Background: an optimization exercise with open tools, aiming at small area, a short achievable clock period and few clock cycles. Do not read the settings as production practice. The RTL was checked by simulation tests, not by an equivalence proof against the original design. Power figures rest on the tool's default switching activity, not on a simulated workload.

==> inputs of v24 <==
// slab_and_best_fit_allocator_top
module slab_and_best_fit_allocator_top (
  input  logic        clk,
  input  logic        rst_n,
  input  logic        start,
  output logic        busy,
  input  logic        in_op,
  input  logic [31:0] in_request_size,
  input  logic [31:0] in_free_offset,
  output logic        out_valid,
  output logic [2:0]  out_status,
  output logic [31:0] out_result_offset,
  output logic        out_from_slab,
  input  logic        psel,
  input  logic        penable,
  input  logic        pwrite,
  input  logic [3:0]  paddr,
  input  logic [31:0] pwdata,
  output logic [31:0] prdata,
  output logic        pready
);
  localparam int MAX_ENTRIES = 64;
  localparam int MAX_SLABS   = 128;
  localparam int ADDR_BITS   = 32;
  localparam int ENT_IDX_W = $clog2(MAX_ENTRIES);
  localparam int ENT_CNT_W = $clog2(MAX_ENTRIES + 1);
  localparam int SLAB_IDX_W = $clog2(MAX_SLABS);
  localparam int SLAB_CNT_W = 8;
  localparam int SLAB_SZ_W  = 17;
  localparam logic [31:0]           POOL_RST  = 32'd8192;
  localparam logic [SLAB_SZ_W-1:0]  SLAB_RST  = 17'd64;
  localparam logic [SLAB_CNT_W-1:0] COUNT_RST = 8'd128;
  localparam logic [2:0] ST_OK        = 3'd0;
  localparam logic [2:0] ST_EXHAUSTED = 3'd1;
  ...
make LEC_CHECK=0 CAP_MARGIN=20 CORE_MARGIN=2 CORE_UTILIZATION=45 SLEW_MARGIN=20 SYNTH_MEMORY_MAX_BITS=16384 finish   # period 10.0 ns
run.sh (not shown) runs the stock make flow with config.mk's settings and CLKGATE_MAP_FILE= SYNTH_SCRIPT=/design/flow/synth_recipe.tcl, a recipe that flattens the netlist after the stock synthesis.
==> v36: changes against v24 <==
--- a/flow/design.v
+++ b/flow/design.v
@@ -66,36 +66,37 @@
   localparam int ENTRY_W = 1 + 2 * ADDR_BITS;
   typedef struct packed {
     logic                 we;
     logic [ENT_IDX_W-1:0] waddr;
     entry_t               wdata;
     logic [ENT_IDX_W-1:0] raddr;
   } tbl_ctl_t;
-  typedef enum logic [20:0] {
-    S_IDLE      = 21'h000001,
-    S_INIT_BASE = 21'h000002,
-    S_INIT_TBL  = 21'h000004,
-    S_SLAB_ALOC = 21'h000008,
-    S_SLAB_FREE = 21'h000010,
-    S_BF_RD     = 21'h000020,
-    S_BF_EV     = 21'h000040,
-    S_SU_RD     = 21'h000080,
-    S_SU_WR     = 21'h000100,
-    S_INS_REST  = 21'h000200,
-    S_INS_BEST  = 21'h000400,
-    S_FR_RD     = 21'h000800,
-    S_FR_EV     = 21'h001000,
-    S_NX_RD     = 21'h002000,
-    S_NX_EV     = 21'h004000,
-    S_WR_I      = 21'h008000,
-    S_PV_RD     = 21'h010000,
-    S_PV_EV     = 21'h020000,
-    S_DN_RD     = 21'h040000,
-    S_DN_WR     = 21'h080000,
-    S_DONE      = 21'h100000
+  typedef enum logic [21:0] {
+    S_IDLE      = 22'h000001,
+    S_INIT_BASE = 22'h000002,
+    S_INIT_TBL  = 22'h000004,
+    S_SLAB_ALOC = 22'h000008,
+    S_SLAB_FREE = 22'h000010,
+    S_BF_RD     = 22'h000020,
+    S_BF_EV     = 22'h000040,
+    S_SU_RD     = 22'h000080,
+    S_SU_WR     = 22'h000100,
+    S_INS_REST  = 22'h000200,
+    S_INS_BEST  = 22'h000400,
+    S_FR_RD     = 22'h000800,
+    S_FR_EV     = 22'h001000,
+    S_NX_RD     = 22'h002000,
+    S_NX_EV     = 22'h004000,
+    S_WR_I      = 22'h008000,
+    S_PV_RD     = 22'h010000,
+    S_PV_EV     = 22'h020000,
+    S_DN_RD     = 22'h040000,
+    S_DN_WR     = 22'h080000,
+    S_DONE      = 22'h100000,
+    S_SLAB_OFF  = 22'h200000
   } state_t;
   state_t state_r, state_nxt;
   logic [31:0]           pool_r;
   logic [SLAB_SZ_W-1:0]  slab_sz_r;
   logic [SLAB_CNT_W-1:0] slab_cnt_r;
   logic [31:0]           base_r, base_nxt;
   logic [MAX_SLABS-1:0]  slab_free_r, slab_free_nxt;
@@ -121,14 +122,38 @@
   logic [SLAB_CNT_W-1:0] nslab;
   logic [32:0]           acc_sum;
   logic [31:0]           rest;
   logic [ENT_CNT_W:0]    k_inc;
   entry_t                rd_ent;
   logic [ENTRY_W-1:0]    rd_raw;
   tbl_ctl_t              tbl;
+  logic [255:0]      pv;
+  logic [255:0][6:0] pi;
+  logic              sa_any;
+  logic [6:0]        sa_idx;
+  always_comb begin
+    for (int k = 0; k < 128; k++) begin
+      pv[128 + k] = slab_free_r[k] & (8'(k) < nslab);
+      pi[128 + k] = 7'(k);
+    end
+    pv[0] = 1'b0;
+    pi[0] = 7'd0;
+    for (int n = 127; n >= 1; n--) begin
+      pv[n] = pv[2*n] | pv[2*n+1];
+      pi[n] = pv[2*n] ? pi[2*n] : pi[2*n+1];
+    end
+  end
+  assign sa_any = pv[1];
+  assign sa_idx = pi[1];
+  logic [31:0] dv_d;
+  logic [7:0]  dv_q;
+  logic        dv_ge;
+  assign dv_d  = 32'(slab_sz_r) << k_r[2:0];
+  assign dv_ge = (acc_r >= dv_d);
+  assign dv_q  = si_r | (dv_ge ? (8'd1 << k_r[2:0]) : 8'd0);
   assign pready = 1'b1;
   assign cfg_wr = psel & penable & pwrite;
   assign nslab  = (slab_cnt_r > SLAB_CNT_W'(MAX_SLABS)) ? SLAB_CNT_W'(MAX_SLABS) : slab_cnt_r;
   assign acc_sum = {1'b0, acc_r} + 33'(slab_sz_r);
   assign rest    = best_sz_r - req_r;
   assign k_inc   = {1'b0, k_r} + 1'b1;
   assign rd_ent  = rd_raw;
@@ -189,15 +214,16 @@
     res_off_nxt   = res_off_r;
     res_slab_nxt  = res_slab_r;
     tbl.we        = 1'b0;
     tbl.waddr     = '0;
     tbl.wdata     = '0;
     tbl.raddr     = '0;
     case (state_r)
-      S_IDLE: begin
+      S_IDLE, S_DONE: begin
+        state_nxt = S_IDLE;
         if (start) begin
           op_nxt       = in_op;
           req_nxt      = in_request_size;
           foff_nxt     = in_free_offset;
           res_st_nxt   = ST_OK;
           res_off_nxt  = '0;
           res_slab_nxt = 1'b0;
@@ -210,14 +236,16 @@
               res_slab_nxt = 1'b1;
               state_nxt    = S_SLAB_ALOC;
             end else begin
               state_nxt = S_BF_RD;
             end
           end else if (in_free_offset < base_r) begin
             res_slab_nxt = 1'b1;
+            acc_nxt      = in_free_offset;
+            k_nxt        = ENT_CNT_W'(6);
             state_nxt    = S_SLAB_FREE;
           end else begin
             res_st_nxt = ST_NOT_FOUND;
             state_nxt  = S_FR_RD;
           end
         end
       end
@@ -233,35 +261,35 @@
           count_nxt = ENT_CNT_W'(1);
         end else begin
           count_nxt = '0;
         end
         state_nxt = S_IDLE;
       end
       S_SLAB_ALOC: begin
-        if (si_r >= nslab) begin
+        if (!sa_any) begin
           res_st_nxt = ST_EXHAUSTED;
           state_nxt  = S_DONE;
-        end else if (slab_free_r[si_r[SLAB_IDX_W-1:0]]) begin
-          slab_free_nxt[si_r[SLAB_IDX_W-1:0]] = 1'b0;
-          res_off_nxt = acc_r;
-          state_nxt   = S_DONE;
         end else begin
-          si_nxt  = si_r + 1'b1;
-          acc_nxt = acc_sum[31:0];
+          slab_free_nxt[sa_idx] = 1'b0;
+          si_nxt    = {1'b0, sa_idx};
+          state_nxt = S_SLAB_OFF;
         end
       end
+      S_SLAB_OFF: begin
+        res_off_nxt = 32'(si_r) * 32'(slab_sz_r);
+        state_nxt   = S_DONE;
+      end
       S_SLAB_FREE: begin
-        if (si_r >= nslab) begin
-          state_nxt = S_DONE;
-        end else if ({1'b0, foff_r} < acc_sum) begin
-          slab_free_nxt[si_r[SLAB_IDX_W-1:0]] = 1'b1;
+        if (dv_ge) acc_nxt = acc_r - dv_d;
+        si_nxt = dv_q;
+        if (k_r == '0) begin
+          slab_free_nxt[dv_q[SLAB_IDX_W-1:0]] = 1'b1;
           state_nxt = S_DONE;
         end else begin
-          si_nxt  = si_r + 1'b1;
-          acc_nxt = acc_sum[31:0];
+          k_nxt = k_r - 1'b1;
         end
       end
       S_BF_RD: begin
         tbl.raddr = j_r[ENT_IDX_W-1:0];
         if (j_r < count_r) begin
           state_nxt = S_BF_EV;
         end else if (!found_r) begin
@@ -282,30 +310,32 @@
             (!found_r || rd_ent.size < best_sz_r)) begin
           found_nxt    = 1'b1;
           i_nxt        = j_r[ENT_IDX_W-1:0];
           best_off_nxt = rd_ent.offset;
           best_sz_nxt  = rd_ent.size;
         end
         j_nxt     = j_r + 1'b1;
-        state_nxt = S_BF_RD;
+        tbl.raddr = ENT_IDX_W'(j_r + 1'b1);
+        state_nxt = ({1'b0, j_r} + 1'b1 < {1'b0, count_r}) ? S_BF_EV : S_BF_RD;
       end
       S_SU_RD: begin
         tbl.raddr = ENT_IDX_W'(k_r - 1'b1);
         if (k_r > ENT_CNT_W'(i_r) + 1'b1) begin
           state_nxt = S_SU_WR;
         end else begin
           state_nxt = S_INS_REST;
         end
       end
       S_SU_WR: begin
         tbl.we    = 1'b1;
         tbl.waddr = k_r[ENT_IDX_W-1:0];
         tbl.wdata = rd_ent;
         k_nxt     = k_r - 1'b1;
-        state_nxt = S_SU_RD;
+        tbl.raddr = ENT_IDX_W'(k_r - 2'd2);
+        state_nxt = ({1'b0, k_r} > {1'b0, ENT_CNT_W'(i_r)} + 2'd2) ? S_SU_WR : S_INS_REST;
       end
       S_INS_REST: begin
         tbl.we    = 1'b1;
         tbl.waddr = i_r + 1'b1;
         tbl.wdata = {1'b1, rest, best_off_r + req_r};
         count_nxt = count_r + 1'b1;
         state_nxt = S_INS_BEST;
@@ -326,15 +356,16 @@
           i_nxt       = j_r[ENT_IDX_W-1:0];
           cur_off_nxt = rd_ent.offset;
           cur_sz_nxt  = rd_ent.size;
           res_st_nxt  = ST_OK;
           state_nxt   = ({1'b0, j_r} + 1'b1 < {1'b0, count_r}) ? S_NX_RD : S_WR_I;
         end else begin
           j_nxt     = j_r + 1'b1;
-          state_nxt = S_FR_RD;
+          tbl.raddr = ENT_IDX_W'(j_r + 1'b1);
+          state_nxt = ({1'b0, j_r} + 1'b1 < {1'b0, count_r}) ? S_FR_EV : S_DONE;
         end
       end
       S_NX_RD: begin
         tbl.raddr = i_r + 1'b1;
         state_nxt = S_NX_EV;
       end
       S_NX_EV: begin
@@ -379,18 +410,16 @@
         end
       end
       S_DN_WR: begin
         tbl.we    = 1'b1;
         tbl.waddr = k_r[ENT_IDX_W-1:0];
         tbl.wdata = rd_ent;
         k_nxt     = k_inc[ENT_CNT_W-1:0];
-        state_nxt = S_DN_RD;
-      end
-      S_DONE: begin
-        state_nxt = S_IDLE;
+        tbl.raddr = ENT_IDX_W'(k_r + 2'd2);
+        state_nxt = ({1'b0, k_r} + 2'd2 < {1'b0, count_r}) ? S_DN_WR : S_DN_RD;
       end
       default: begin
         state_nxt = S_INIT_BASE;
       end
     endcase
     if (cfg_hit) begin
       state_nxt = S_INIT_BASE;
@@ -423,13 +452,13 @@
     cur_off_r  <= cur_off_nxt;
     cur_sz_r   <= cur_sz_nxt;
     prev_ph_r  <= prev_ph_nxt;
     res_st_r   <= res_st_nxt;
     res_off_r  <= res_off_nxt;
     res_slab_r <= res_slab_nxt;
   end
-  assign busy              = (state_r != S_IDLE);
+  assign busy              = (state_r != S_IDLE) && (state_r != S_DONE);
   assign out_valid         = (state_r == S_DONE);
   assign out_status        = res_st_r;
   assign out_result_offset = res_off_r;
   assign out_from_slab     = res_slab_r;
 endmodule
==> comparison table <==
metric                                                                                  v36                           v24
Seq/total area                                                                        59.7%                         60.2%
NetSw                                                                             0.00847 W                     0.00843 W
Final hold slack                                                                     513 ps                        484 ps
Detailed-placement wirelength estimate                                            409000 um                     412000 um
Reg2Reg Capture Point                                            u_tbl.mem[8][50]$_DFFE_PP_  slab_free_r[77]$_SDFFE_PN1P_
Register bit count reported by yosys                                                   4754                          4753
Outcome                                                    no timing/DRC/antenna violations  no timing/DRC/antenna violations
Layout cells sized above 1                                                            17.9%                         7.70%
Cts bufs inserted                                                                       482                           480
Most common library cell in the layout ignoring fill and taps     sky130_fd_sc_hd__edfxtp_1      sky130_fd_sc_hd__nand2_1
Synthesized-area fraction occupied by ao, oa, aoi and oai cells                       6.36%                         6.90%
Transition at the pin with the smallest max-transition slack                        1390 ps                       1240 ps
Routed via count                                                                     125636                        148443
Global Route met1 Usage                                                               40.2%                         42.9%
Logic depth of the worst path, buffers included                                          19                            21
Peak fanout along the critical path                                                      21                            49
Multiplexer share of the synthesized area                                             11.7%                        0.736%
XOR/XNOR share of the synthesized area                                                1.01%                        0.945%
Most common cell in the netlist                                   sky130_fd_sc_hd__edfxtp_1      sky130_fd_sc_hd__nand2_1
N_diodes                                                                                 10                            15
Testbench counts of v24, summed over its fixed seeds: cycles 970,110.
Testbench counts of v36, summed over its fixed seeds: cycles 454,539.

==> re-timing with driven ports <==
How much do the figures lean on ideal ports? The routed layouts below were timed once more, with nothing changed but the port constraints.
Step 1 assumes that a clkbuf_16 drives the clock port and a buf_2 every other input.
Step 2 moves the port delays by t, midway between the first and last clock arrival at a register: inputs arrive t later, outputs are due t later. That takes back most of the time a late clock gives input paths.
Slacks: no drivers / after step 1 / after step 2; pairs: no drivers / after step 1.
run	t, ns	setup WS [ns]	worst register clock-pin slew, ns
v24	1.150	2.630 / 2.630 / 2.630	0.07 / 0.07
v36	1.139	2.089 / 2.089 / 2.089	0.07 / 0.07
After both steps setup and hold are still met in every run listed.
